This design comes from an exercise in tuning for small area and a short achievable clock period on the open sky130 flow, not from production work. RTL that was checked went through simulation tests only; none was proved equivalent to the original. No functional check of the RTL was part of run 2. No activity file was given, so power comes from the tool's default toggle rates.

==> flow/design.v <==
package mem_stage_pkg;
    typedef enum logic [2:0]
    {
        sb = 3'd0,   
        sh = 3'd1,   
        sw = 3'd2    
    } store_funct3_t;
    typedef enum logic [2:0]
    {
        lb  = 3'd0,  
        lh  = 3'd1,  
        lw  = 3'd2,  
        lbu = 3'd4,  
        lhu = 3'd5   
    } load_funct3_t;
    typedef enum logic [1:0]
    {
        size_byte = 2'd0,
        size_half = 2'd1,
        size_word = 2'd2
    } access_size_t;
endpackage
import mem_stage_pkg::*;
module store_align
(
    input  mem_stage_pkg::access_size_t size,
    input  logic [1:0]                  offset,
    input  logic [32-1:0]        data_in,
    output logic [32-1:0]        lane_data,
    output logic [(32 / 8)-1:0]       byte_en
);
    assign lane_data[7:0]   = data_in[7:0];
    assign lane_data[15:8]  = (size == size_byte) ? data_in[7:0] : data_in[15:8];
    assign lane_data[23:16] = (size == size_word) ? data_in[23:16] : data_in[7:0];
    assign lane_data[31:24] = (size == size_byte) ? data_in[7:0] :
                              (size == size_half) ? data_in[15:8] : data_in[31:24];
    always_comb
    begin
        case (size)
            size_byte: byte_en = 4'b0001 << offset;
            size_half: byte_en = offset[1] ? 4'b1100 : 4'b0011;
            default:   byte_en = 4'b1111;
        endcase
    end
endmodule
import mem_stage_pkg::*;
module load_align
(
    input  logic                        ok,
    input  mem_stage_pkg::access_size_t size,
    input  logic [1:0]                  offset,
    input  logic                        is_signed,
    output logic [3:0]                  lo_sel,       
    output logic                        hl_sel,       
    output logic                        hh_sel,       
    output logic                        up_sel,       
    output logic [3:0]                  ext_b,        
    output logic [1:0]                  ext_h         
);
    always_comb
    begin
        for (int k = 0; k < 4; k++)
        begin
            lo_sel[k] = ok && (offset == 2'(k));
            ext_b[k]  = ok && (size == size_byte) && is_signed && (offset == 2'(k));
        end
        for (int k = 0; k < 2; k++)
            ext_h[k]  = ok && (size == size_half) && is_signed && (offset[1] == 1'(k));
        hl_sel = ok && (size != size_byte) && !offset[1];
        hh_sel = ok && (size != size_byte) && offset[1];
        up_sel = ok && (size == size_word);
    end
endmodule
module data_ram
(
    input  logic                   clk,
    input  logic                   we,
    input  logic [(32 / 8)-1:0]  byte_en,
    input  logic [8-1:0] index,
    input  logic [32-1:0]   wdata,
    input  logic [3:0]             lo_sel,
    input  logic                   hl_sel,
    input  logic                   hh_sel,
    input  logic                   up_sel,
    input  logic [3:0]             ext_b,
    input  logic [1:0]             ext_h,
    output logic [32-1:0]   rdata
);
    localparam int DEPTH = 2 ** 8;
    logic [32-1:0] word;
    for (genvar i = 0; i < (32 / 8); i++)
    begin : g_lane
        logic [7:0] mem [DEPTH];
        always_ff @(posedge clk)
        begin
            if (we && byte_en[i])
                mem[index] <= wdata[8*i +: 8];
        end
        assign word[8*i +: 8] = mem[index];
    end
    logic ext_lo, ext_hi;                             
    assign ext_lo = (ext_b[0] & word[7])  | (ext_b[1] & word[15]) |
                    (ext_b[2] & word[23]) | (ext_b[3] & word[31]);
    assign ext_hi = ext_lo | (ext_h[0] & word[15]) | (ext_h[1] & word[31]);
    assign rdata[7:0]   = ({8{lo_sel[0]}} & word[7:0])   | ({8{lo_sel[1]}} & word[15:8]) |
                          ({8{lo_sel[2]}} & word[23:16]) | ({8{lo_sel[3]}} & word[31:24]);
    assign rdata[15:8]  = ({8{hl_sel}} & word[15:8]) | ({8{hh_sel}} & word[31:24]) | {8{ext_lo}};
    assign rdata[31:16] = ({16{up_sel}} & word[31:16]) | {16{ext_hi}};
endmodule
import mem_stage_pkg::*;
module mem_ctrl
(
    input  logic                        req,
    input  logic                        is_store,
    input  logic [2:0]                  funct3,
    input  logic [9:0]                  addr,
    output mem_stage_pkg::access_size_t size,
    output logic                        req_signed,
    output logic                        bad,
    output logic                        we
);
    logic code_ok;                                    
    logic misaligned;
    always_comb
    begin
        size       = size_word;
        req_signed = 1'b0;
        code_ok    = 1'b1;
        if (is_store)
        begin
            case (funct3)
                sb:      size = size_byte;
                sh:      size = size_half;
                sw:      size = size_word;
                default: code_ok = 1'b0;
            endcase
        end
        else
        begin
            case (funct3)
                lb:
                begin
                    size       = size_byte;
                    req_signed = 1'b1;
                end
                lh:
                begin
                    size       = size_half;
                    req_signed = 1'b1;
                end
                lw:      size = size_word;
                lbu:     size = size_byte;
                lhu:     size = size_half;
                default: code_ok = 1'b0;
            endcase
        end
    end
    assign misaligned = ((size == size_half) && addr[0]) ||
                        ((size == size_word) && (addr[1:0] != 2'b00));
    assign bad        = misaligned || !code_ok;
    assign we         = req && is_store && !bad;      
endmodule
import mem_stage_pkg::*;
module mem_stage_top
(
    input  logic                   clk,
    input  logic                   arst_n,
    input  logic                   req,
    input  logic                   is_store,
    input  logic [2:0]             funct3,
    input  logic [32-1:0] addr,
    input  logic [32-1:0]   wdata,
    output logic                   resp,
    output logic                   fault,
    output logic [32-1:0]   rdata
);
    mem_stage_pkg::access_size_t size;                
    logic                        req_signed;
    logic                        bad;                 
    logic                        load_ok;             
    logic                        ram_we;
    logic [32-1:0]        lane_data;
    logic [(32 / 8)-1:0]       byte_en;
    logic [3:0]                  lo_sel;
    logic                        hl_sel, hh_sel, up_sel;
    logic [3:0]                  ext_b;
    logic [1:0]                  ext_h;
    logic [32-1:0]        load_data;
    store_align u_store_align
    (
        .size      (size),
        .offset    (addr[1:0]),
        .data_in   (wdata),
        .lane_data (lane_data),
        .byte_en   (byte_en)
    );
    mem_ctrl u_mem_ctrl
    (
        .req        (req),
        .is_store   (is_store),
        .funct3     (funct3),
        .addr       (addr[9:0]),
        .size       (size),
        .req_signed (req_signed),
        .bad        (bad),
        .we         (ram_we)
    );
    assign load_ok = req && !is_store && !bad;
    load_align u_load_align
    (
        .ok        (load_ok),
        .size      (size),
        .offset    (addr[1:0]),
        .is_signed (req_signed),
        .lo_sel    (lo_sel),
        .hl_sel    (hl_sel),
        .hh_sel    (hh_sel),
        .up_sel    (up_sel),
        .ext_b     (ext_b),
        .ext_h     (ext_h)
    );
    data_ram u_data_ram
    (
        .clk     (clk),
        .we      (ram_we),
        .byte_en (byte_en),
        .index   (addr[9:2]),
        .wdata   (lane_data),
        .lo_sel  (lo_sel),
        .hl_sel  (hl_sel),
        .hh_sel  (hh_sel),
        .up_sel  (up_sel),
        .ext_b   (ext_b),
        .ext_h   (ext_h),
        .rdata   (load_data)
    );
    always_ff @(posedge clk or negedge arst_n)
    begin
        if (!arst_n)
        begin
            resp  <= 1'b0;
            fault <= 1'b0;
            rdata <= '0;
        end
        else
        begin
            resp  <= req;
            fault <= req && bad;
            rdata <= load_data;
        end
    end
endmodule
==> flow/flow/run.sh <==
#!/bin/bash
# Standard layout, except that the RAM's read mux is mapped by hand (flow/data_ram_mapped.sv)
# instead of by ABC. Registers and everything else come from the standard synthesis script.
set -euo pipefail
python3 flow/splice.py design.v flow/data_ram_mapped.sv > design_mapped.v
bash standard.sh VERILOG_FILES=$PWD/design_mapped.v finish > standard.log 2>&1
==> flow/flow/splice.py <==
#!/usr/bin/env python3
"""Replace module data_ram in design.v (argv[1]) by the hand-mapped one (argv[2]); print the result."""
import re, sys
src = open(sys.argv[1]).read()
m = re.search(r'^module data_ram\b.*?^endmodule\b', src, re.S | re.M)
if not m:
    sys.exit("data_ram not found")
sys.stdout.write(src[:m.start()] + open(sys.argv[2]).read() + src[m.end():])
==> flow/standard.sh <==
#!/bin/bash
# synth_recipe.tcl (not shown) runs the flow's synth.tcl, then flattens the netlist and writes it again
# the make line also repeats each setting of config.mk as NAME=value (left out here)
make -C /OpenROAD-flow-scripts/flow DESIGN_CONFIG=/design/flow/config.mk WORK_HOME=/design/flow/orfs CLKGATE_MAP_FILE= SYNTH_SCRIPT=/design/flow/synth_recipe.tcl "${@:-finish}"
==> flow/config.mk <==
export PLATFORM = sky130hd
export DESIGN_NAME = mem_stage_top
export DESIGN_NICKNAME = mem_stage_top
export VERILOG_FILES = /design/flow/design.v
export SDC_FILE = /design/flow/constraint.sdc
export NUM_CORES = 4
export LEC_CHECK = 0
export CAP_MARGIN = 20
export CELL_PAD_IN_SITES_DETAIL_PLACEMENT = 1
export CELL_PAD_IN_SITES_GLOBAL_PLACEMENT = 1
export CORE_MARGIN = 2
export CORE_UTILIZATION = 50
export CTS_BUF_LIST = sky130_fd_sc_hd__clkbuf_16
export CTS_CLUSTER_DIAMETER = 100
export CTS_CLUSTER_SIZE = 25
export GPL_ROUTABILITY_DRIVEN = 1
export PLACE_DENSITY = 0.6
export SETUP_SLACK_MARGIN = 3.0
export SLEW_MARGIN = 20
export SYNTH_MEMORY_MAX_BITS = 16384
export TNS_END_PERCENT = 10
==> flow/constraint.sdc <==
create_clock -name core_clock -period 7.0 [get_ports {clk}]
set_input_delay 1.4000 -clock core_clock [delete_from_list [all_inputs] [get_ports {clk}]]
set_output_delay 1.4000 -clock core_clock [all_outputs]
set_load 0.01 [all_outputs]
Not shown: flow/flow/data_ram_mapped.sv
==> run summary, run 1 <==
n_taps 7,755; Die X 767 um; DP Worst Slack -497 ps; crit path to rdata[17]$_DFF_PN0_; htree depth 5; Synth cell types 57; multi-input logic portion of the cell area 14.7%; Ys Warns 5; FF/Latch Area 0.247 mm2; Syn Area/Cell around 21 um2; hold crit path type in2async; commonest register cell after synthesis edfxtp_1; Buf/Inv on CP 7; Logic inverters 3; aggregate routed wire length 1,030,000 um; status finished clean; register clock-pin slew on the reported worst setup and hold paths 110 ps; number of nets with antenna violations after routing 0; DR WL met2 ~470,000 um; dpl hpwl 681,000 um; Top reg by flops u_data_ram.g_lane.mem; Post-CTS Hold Buffers 0; initial core utilization between 50 and 60%; post-synthesis cell count 14,000; # placed instances 22,500; IO Pins 105; area post-placement 0.310 mm2; first-pass GRT wire length 1,390,000 um; Multi-input gate area 0.0482 mm2; max reg flops 8,192; Arrival @ worst endpoint 5630 ps
==> run 2: changes to the inputs <==
--- a/flow/design.v
+++ b/flow/design.v
@@ -51,11 +51,13 @@
     input  logic [1:0]                  offset,
     input  logic                        is_signed,
-    output logic [3:0]                  lo_sel,       
-    output logic                        hl_sel,       
-    output logic                        hh_sel,       
-    output logic                        up_sel,       
-    output logic [3:0]                  ext_b,        
-    output logic [1:0]                  ext_h         
-);
+    input  logic [32-1:0]        word_in,
+    output logic [32-1:0]        data_out
+);
+    logic [3:0] lo_sel;                               
+    logic       hi_lo, hi_hi, hi_ext;                 
+    logic       up_word;                              
+    logic [3:0] ext_b;                                
+    logic [1:0] ext_h;                                
+    logic       sign;
     always_comb
     begin
@@ -67,44 +69,44 @@
         for (int k = 0; k < 2; k++)
             ext_h[k]  = ok && (size == size_half) && is_signed && (offset[1] == 1'(k));
-        hl_sel = ok && (size != size_byte) && !offset[1];
-        hh_sel = ok && (size != size_byte) && offset[1];
-        up_sel = ok && (size == size_word);
-    end
+        hi_lo   = ok && (size != size_byte) && !offset[1];
+        hi_hi   = ok && (size != size_byte) && offset[1];
+        hi_ext  = ok && (size == size_byte) && is_signed;
+        up_word = ok && (size == size_word);
+    end
+    assign sign = (ext_b[0] & word_in[7])  | (ext_b[1] & word_in[15]) |
+                  (ext_b[2] & word_in[23]) | (ext_b[3] & word_in[31]) |
+                  (ext_h[0] & word_in[15]) | (ext_h[1] & word_in[31]);
+    assign data_out[7:0]   = ({8{lo_sel[0]}} & word_in[7:0])   | ({8{lo_sel[1]}} & word_in[15:8]) |
+                             ({8{lo_sel[2]}} & word_in[23:16]) | ({8{lo_sel[3]}} & word_in[31:24]);
+    assign data_out[15:8]  = ({8{hi_lo}} & word_in[15:8]) | ({8{hi_hi}} & word_in[31:24]) |
+                             ({8{hi_ext}} & {8{sign}});
+    assign data_out[31:16] = ({16{up_word}} & word_in[31:16]) | {16{sign}};
 endmodule
 module data_ram
 (
-    input  logic                   clk,
-    input  logic                   we,
-    input  logic [(32 / 8)-1:0]  byte_en,
-    input  logic [8-1:0] index,
-    input  logic [32-1:0]   wdata,
-    input  logic [3:0]             lo_sel,
-    input  logic                   hl_sel,
-    input  logic                   hh_sel,
-    input  logic                   up_sel,
-    input  logic [3:0]             ext_b,
-    input  logic [1:0]             ext_h,
-    output logic [32-1:0]   rdata
-);
-    localparam int DEPTH = 2 ** 8;
-    logic [32-1:0] word;
-    for (genvar i = 0; i < (32 / 8); i++)
-    begin : g_lane
-        logic [7:0] mem [DEPTH];
-        always_ff @(posedge clk)
-        begin
-            if (we && byte_en[i])
-                mem[index] <= wdata[8*i +: 8];
-        end
-        assign word[8*i +: 8] = mem[index];
-    end
-    logic ext_lo, ext_hi;                             
-    assign ext_lo = (ext_b[0] & word[7])  | (ext_b[1] & word[15]) |
-                    (ext_b[2] & word[23]) | (ext_b[3] & word[31]);
-    assign ext_hi = ext_lo | (ext_h[0] & word[15]) | (ext_h[1] & word[31]);
-    assign rdata[7:0]   = ({8{lo_sel[0]}} & word[7:0])   | ({8{lo_sel[1]}} & word[15:8]) |
-                          ({8{lo_sel[2]}} & word[23:16]) | ({8{lo_sel[3]}} & word[31:24]);
-    assign rdata[15:8]  = ({8{hl_sel}} & word[15:8]) | ({8{hh_sel}} & word[31:24]) | {8{ext_lo}};
-    assign rdata[31:16] = ({16{up_sel}} & word[31:16]) | {16{ext_hi}};
+    input  logic             clk,
+    input  logic [255:0]     rsel,     
+    input  logic [1023:0]    wen,      
+    input  logic [31:0]      wdata,    
+    output logic [31:0]      rdata     
+);
+    logic [31:0] mem [256];
+    for (genvar w = 0; w < 256; w++)
+    begin : g_word
+        for (genvar l = 0; l < 4; l++)
+        begin : g_lane
+            always_ff @(posedge clk)
+            begin
+                if (wen[4*w + l])
+                    mem[w][8*l +: 8] <= wdata[8*l +: 8];
+            end
+        end
+    end
+    always_comb
+    begin
+        rdata = '0;
+        for (int w = 0; w < 256; w++)
+            rdata = rdata | ({32{rsel[w]}} & mem[w]);
+    end
 endmodule
 import mem_stage_pkg::*;
@@ -115,11 +117,14 @@
     input  logic [2:0]                  funct3,
     input  logic [9:0]                  addr,
+    input  logic [(32 / 8)-1:0]       byte_en,
     output mem_stage_pkg::access_size_t size,
     output logic                        req_signed,
     output logic                        bad,
-    output logic                        we
+    output logic [255:0]                rsel,
+    output logic [1023:0]               wen
 );
     logic code_ok;                                    
     logic misaligned;
+    logic we;
     always_comb
     begin
@@ -160,4 +165,22 @@
     assign bad        = misaligned || !code_ok;
     assign we         = req && is_store && !bad;      
+    logic [15:0] hi, lo;
+    logic [3:0]  we_lane;
+    logic [15:0] lo_we [4];
+    assign hi      = 16'd1 << addr[9:6];
+    assign lo      = 16'd1 << addr[5:2];
+    assign we_lane = {4{we}} & byte_en;
+    for (genvar l = 0; l < 4; l++)
+    begin : g_lo_we
+        assign lo_we[l] = lo & {16{we_lane[l]}};
+    end
+    for (genvar w = 0; w < 256; w++)
+    begin : g_sel
+        assign rsel[w] = hi[w / 16] & lo[w % 16];
+        for (genvar l = 0; l < 4; l++)
+        begin : g_lane
+            assign wen[4*w + l] = hi[w / 16] & lo_we[l][w % 16];
+        end
+    end
 endmodule
 import mem_stage_pkg::*;
@@ -179,11 +202,9 @@
     logic                        bad;                 
     logic                        load_ok;             
-    logic                        ram_we;
+    logic [255:0]                rsel;
+    logic [1023:0]               wen;
     logic [32-1:0]        lane_data;
     logic [(32 / 8)-1:0]       byte_en;
-    logic [3:0]                  lo_sel;
-    logic                        hl_sel, hh_sel, up_sel;
-    logic [3:0]                  ext_b;
-    logic [1:0]                  ext_h;
+    logic [32-1:0]        ram_rdata;
     logic [32-1:0]        load_data;
     store_align u_store_align
@@ -201,8 +222,18 @@
         .funct3     (funct3),
         .addr       (addr[9:0]),
+        .byte_en    (byte_en),
         .size       (size),
         .req_signed (req_signed),
         .bad        (bad),
-        .we         (ram_we)
+        .rsel       (rsel),
+        .wen        (wen)
+    );
+    data_ram u_data_ram
+    (
+        .clk     (clk),
+        .rsel    (rsel),
+        .wen     (wen),
+        .wdata   (lane_data),
+        .rdata   (ram_rdata)
     );
     assign load_ok = req && !is_store && !bad;
@@ -213,25 +244,6 @@
         .offset    (addr[1:0]),
         .is_signed (req_signed),
-        .lo_sel    (lo_sel),
-        .hl_sel    (hl_sel),
-        .hh_sel    (hh_sel),
-        .up_sel    (up_sel),
-        .ext_b     (ext_b),
-        .ext_h     (ext_h)
-    );
-    data_ram u_data_ram
-    (
-        .clk     (clk),
-        .we      (ram_we),
-        .byte_en (byte_en),
-        .index   (addr[9:2]),
-        .wdata   (lane_data),
-        .lo_sel  (lo_sel),
-        .hl_sel  (hl_sel),
-        .hh_sel  (hh_sel),
-        .up_sel  (up_sel),
-        .ext_b   (ext_b),
-        .ext_h   (ext_h),
-        .rdata   (load_data)
+        .word_in   (ram_rdata),
+        .data_out  (load_data)
     );
     always_ff @(posedge clk or negedge arst_n)
==> flow/run.sh (new file) <==
#!/bin/bash
# synth_recipe.tcl (not shown) runs the flow's synth.tcl, then flattens the netlist and writes it again
# the make line also repeats each setting of config.mk as NAME=value (left out here)
make -C /OpenROAD-flow-scripts/flow DESIGN_CONFIG=/design/flow/config.mk WORK_HOME=/design/flow/orfs CLKGATE_MAP_FILE= SYNTH_SCRIPT=/design/flow/synth_recipe.tcl finish
==> flow/config.mk (replaced) <==
export PLATFORM = sky130hd
export DESIGN_NAME = mem_stage_top
export DESIGN_NICKNAME = mem_stage_top
export VERILOG_FILES = /design/flow/design.v
export SDC_FILE = /design/flow/constraint.sdc
export NUM_CORES = 4
export LEC_CHECK = 0
export CAP_MARGIN = 20
export CELL_PAD_IN_SITES_DETAIL_PLACEMENT = 1
export CELL_PAD_IN_SITES_GLOBAL_PLACEMENT = 1
export CORE_MARGIN = 2
export CORE_UTILIZATION = 55
export CTS_CLUSTER_SIZE = 30
export PLACE_DENSITY = 0.65
export SETUP_SLACK_MARGIN = 3.0
export SLEW_MARGIN = 20
export SYNTH_MEMORY_MAX_BITS = 16384
removed: flow/flow/run.sh
removed: flow/flow/data_ram_mapped.sv
removed: flow/flow/splice.py
removed: flow/standard.sh
==> run 2 against run 1 <==
Against the previous run:
- the flow now stops in global routing (5_1_grt)
- area after synthesis grew 5.5%
- synthesized cell count is 28% higher
==> run summary, run 2 <==
status aborted with a tool error (was finished clean); Last stage global routing (5_1_grt); Err [ERROR GRT-0116] Global routing finished with congestion. Check the congestion regions in the DRC Viewer.; vias in the first global route 298,000; EDFF count, synth 8,192 (unchanged); Compound-Gate Fraction of Synth Area 10.7% (was 9.71%); Adder-Cell Fraction of Synth Area 0% (unchanged); Clock Sink Count 8,226 (unchanged); synth cell count leaders 8,192 x edfxtp_1, 2,671 x a22oi_1, 1,364 x nor2_1 (was 8,192 x edfxtp_1, 2,688 x a222oi_1, 742 x nor2_1); DP Worst Slack -349 ps (was -497 ps); Post-CTS Hold Buffers 0 (unchanged); first-pass GRT wire length 3,560,000 um; CTS Buf Count 809 (was 367); synth top area cells edfxtp_1 80%, a22oi_1 6.5%, nor2_1 1.7% (was edfxtp_1 85%, a222oi_1 9.2%, nand4_1 1.4%); largest family of logic cells by synthesized area compound AO/OA/AOI/OAI gates (unchanged); dpl hpwl 1,690,000 um (was 681,000 um); GPL Wtd Cong 1.42 (was 0.934); IO Pins 105 (unchanged); GRT Total Usage about 97%; post-synthesis mux area share 0.893% (was 0.0894%); Synth cell types 77 (was 57); I/O Buffers 82 (unchanged); xor/xnor share of the synthesized area 0% (was 0.00301%); Syn Area/Cell 17.0 um2 (was 20.7 um2); most instantiated library cell after synthesis edfxtp_1 (unchanged); area share of and/or/nand/nor cells after synthesis 6.48% (was 4.80%); Rows 274 (was 280); post-synthesis cell count 18,000 (was 14,000); root buffer cell clkbuf_16 (unchanged); commonest register cell after synthesis edfxtp_1 (unchanged); asr flop ratio synth 0.413% (unchanged); Post-Syn Area 0.307 mm2 (was 0.291 mm2); initial core utilization 55.2% (was 50.1%); top-area cell type share of the netlist area 80.1% (was 84.5%); Die X 751 um (was 767 um); Ys Warns 7 (was 5); Chip Height 751 um (was 767 um); htree depth 6 (was 5); Clock Path Buffers 4 (unchanged); Synthesized Nets 18,100 (was 14,100); sequential area share after synthesis 80.4% (was 84.8%); largest net degree at the start of global routing approximately 190; Yosys top cell by area edfxtp_1 (unchanged); total grt overflow 13,800; Yosys reg bits 8,226 (unchanged)
[run 2: power groups by stage]
stage | registers [uW] | clock network [uW] | logic, uW
4_1_cts | 54600 | 43200 | 5010
3_5_place_dp | 55700 | 0 | 4600
3_3_place_gp | 55700 | 0 | 4460
2_1_floorplan | 55800 | 0 | 1370
[run 2: stage by stage]
step / utilization (%) / instance area, um2 / cells
floorplan: - / 307000 / 18000
global placement: 61.1 / 340000 / 26900
detailed placement: 61.2 / 341000 / 27000
CTS: 67.6 / 376000 / 28900
[run 2: cell families after synthesis]
logic type | Yosys count
buffers and inverters | 1212
AOI/OAI and AO/OA | 4289
and+or+nand+nor | 4026
DFF | 8226
muxes | 265
[run 2: repair_timing]
action,in CTS
gates cloned,40
setup endpoints to repair,6997
gates resized for setup,820
setup buffers,450
pin swaps,227
[run 2: routing by layer]
layer  track usage [%]  GRT overflow
met5              87.1           222
met4              95.6          3024
met3              94.7          2288
met2               102          5716
met1              96.7          2587
[run 2: how the worst max path moves through the flow]
stage	startpoint	end	slack, ps
floorplan	is_store	u_data_ram.mem[0][27]$_DFFE_PP_	2030
global placement	addr[2]	rdata[11]$_DFF_PN0_	-330
detailed placement	addr[5]	rdata[6]$_DFF_PN0_	-350
CTS	addr[5]	rdata[10]$_DFF_PN0_	2520

separate check: timing with driven ports:
In the flow no input, the clock included, has a driving cell. The finished layout below was timed again as built, in two steps. Step 1 sets driving cells, clkbuf_16 on the clock port and buf_2 on the other inputs (assumed; they add their load-dependent delay and slew). Step 2 moves the port delays by t, midway between the first and last clock arrival at a register: inputs arrive t later, outputs are due t later. That takes back most of the time a late clock gives input paths. Three values: no drivers, after step 1, after step 2; two values: the first two.
run: run 1
t, ns: 1.206
setup slack, ns: 2.329 / 2.244 / 1.039
pins driven straight from the clock port: 1
After both steps run 1 still meets setup and hold. The setup slack of run 1 moves by -0.085 ns with the drivers and by -1.290 ns with both steps.
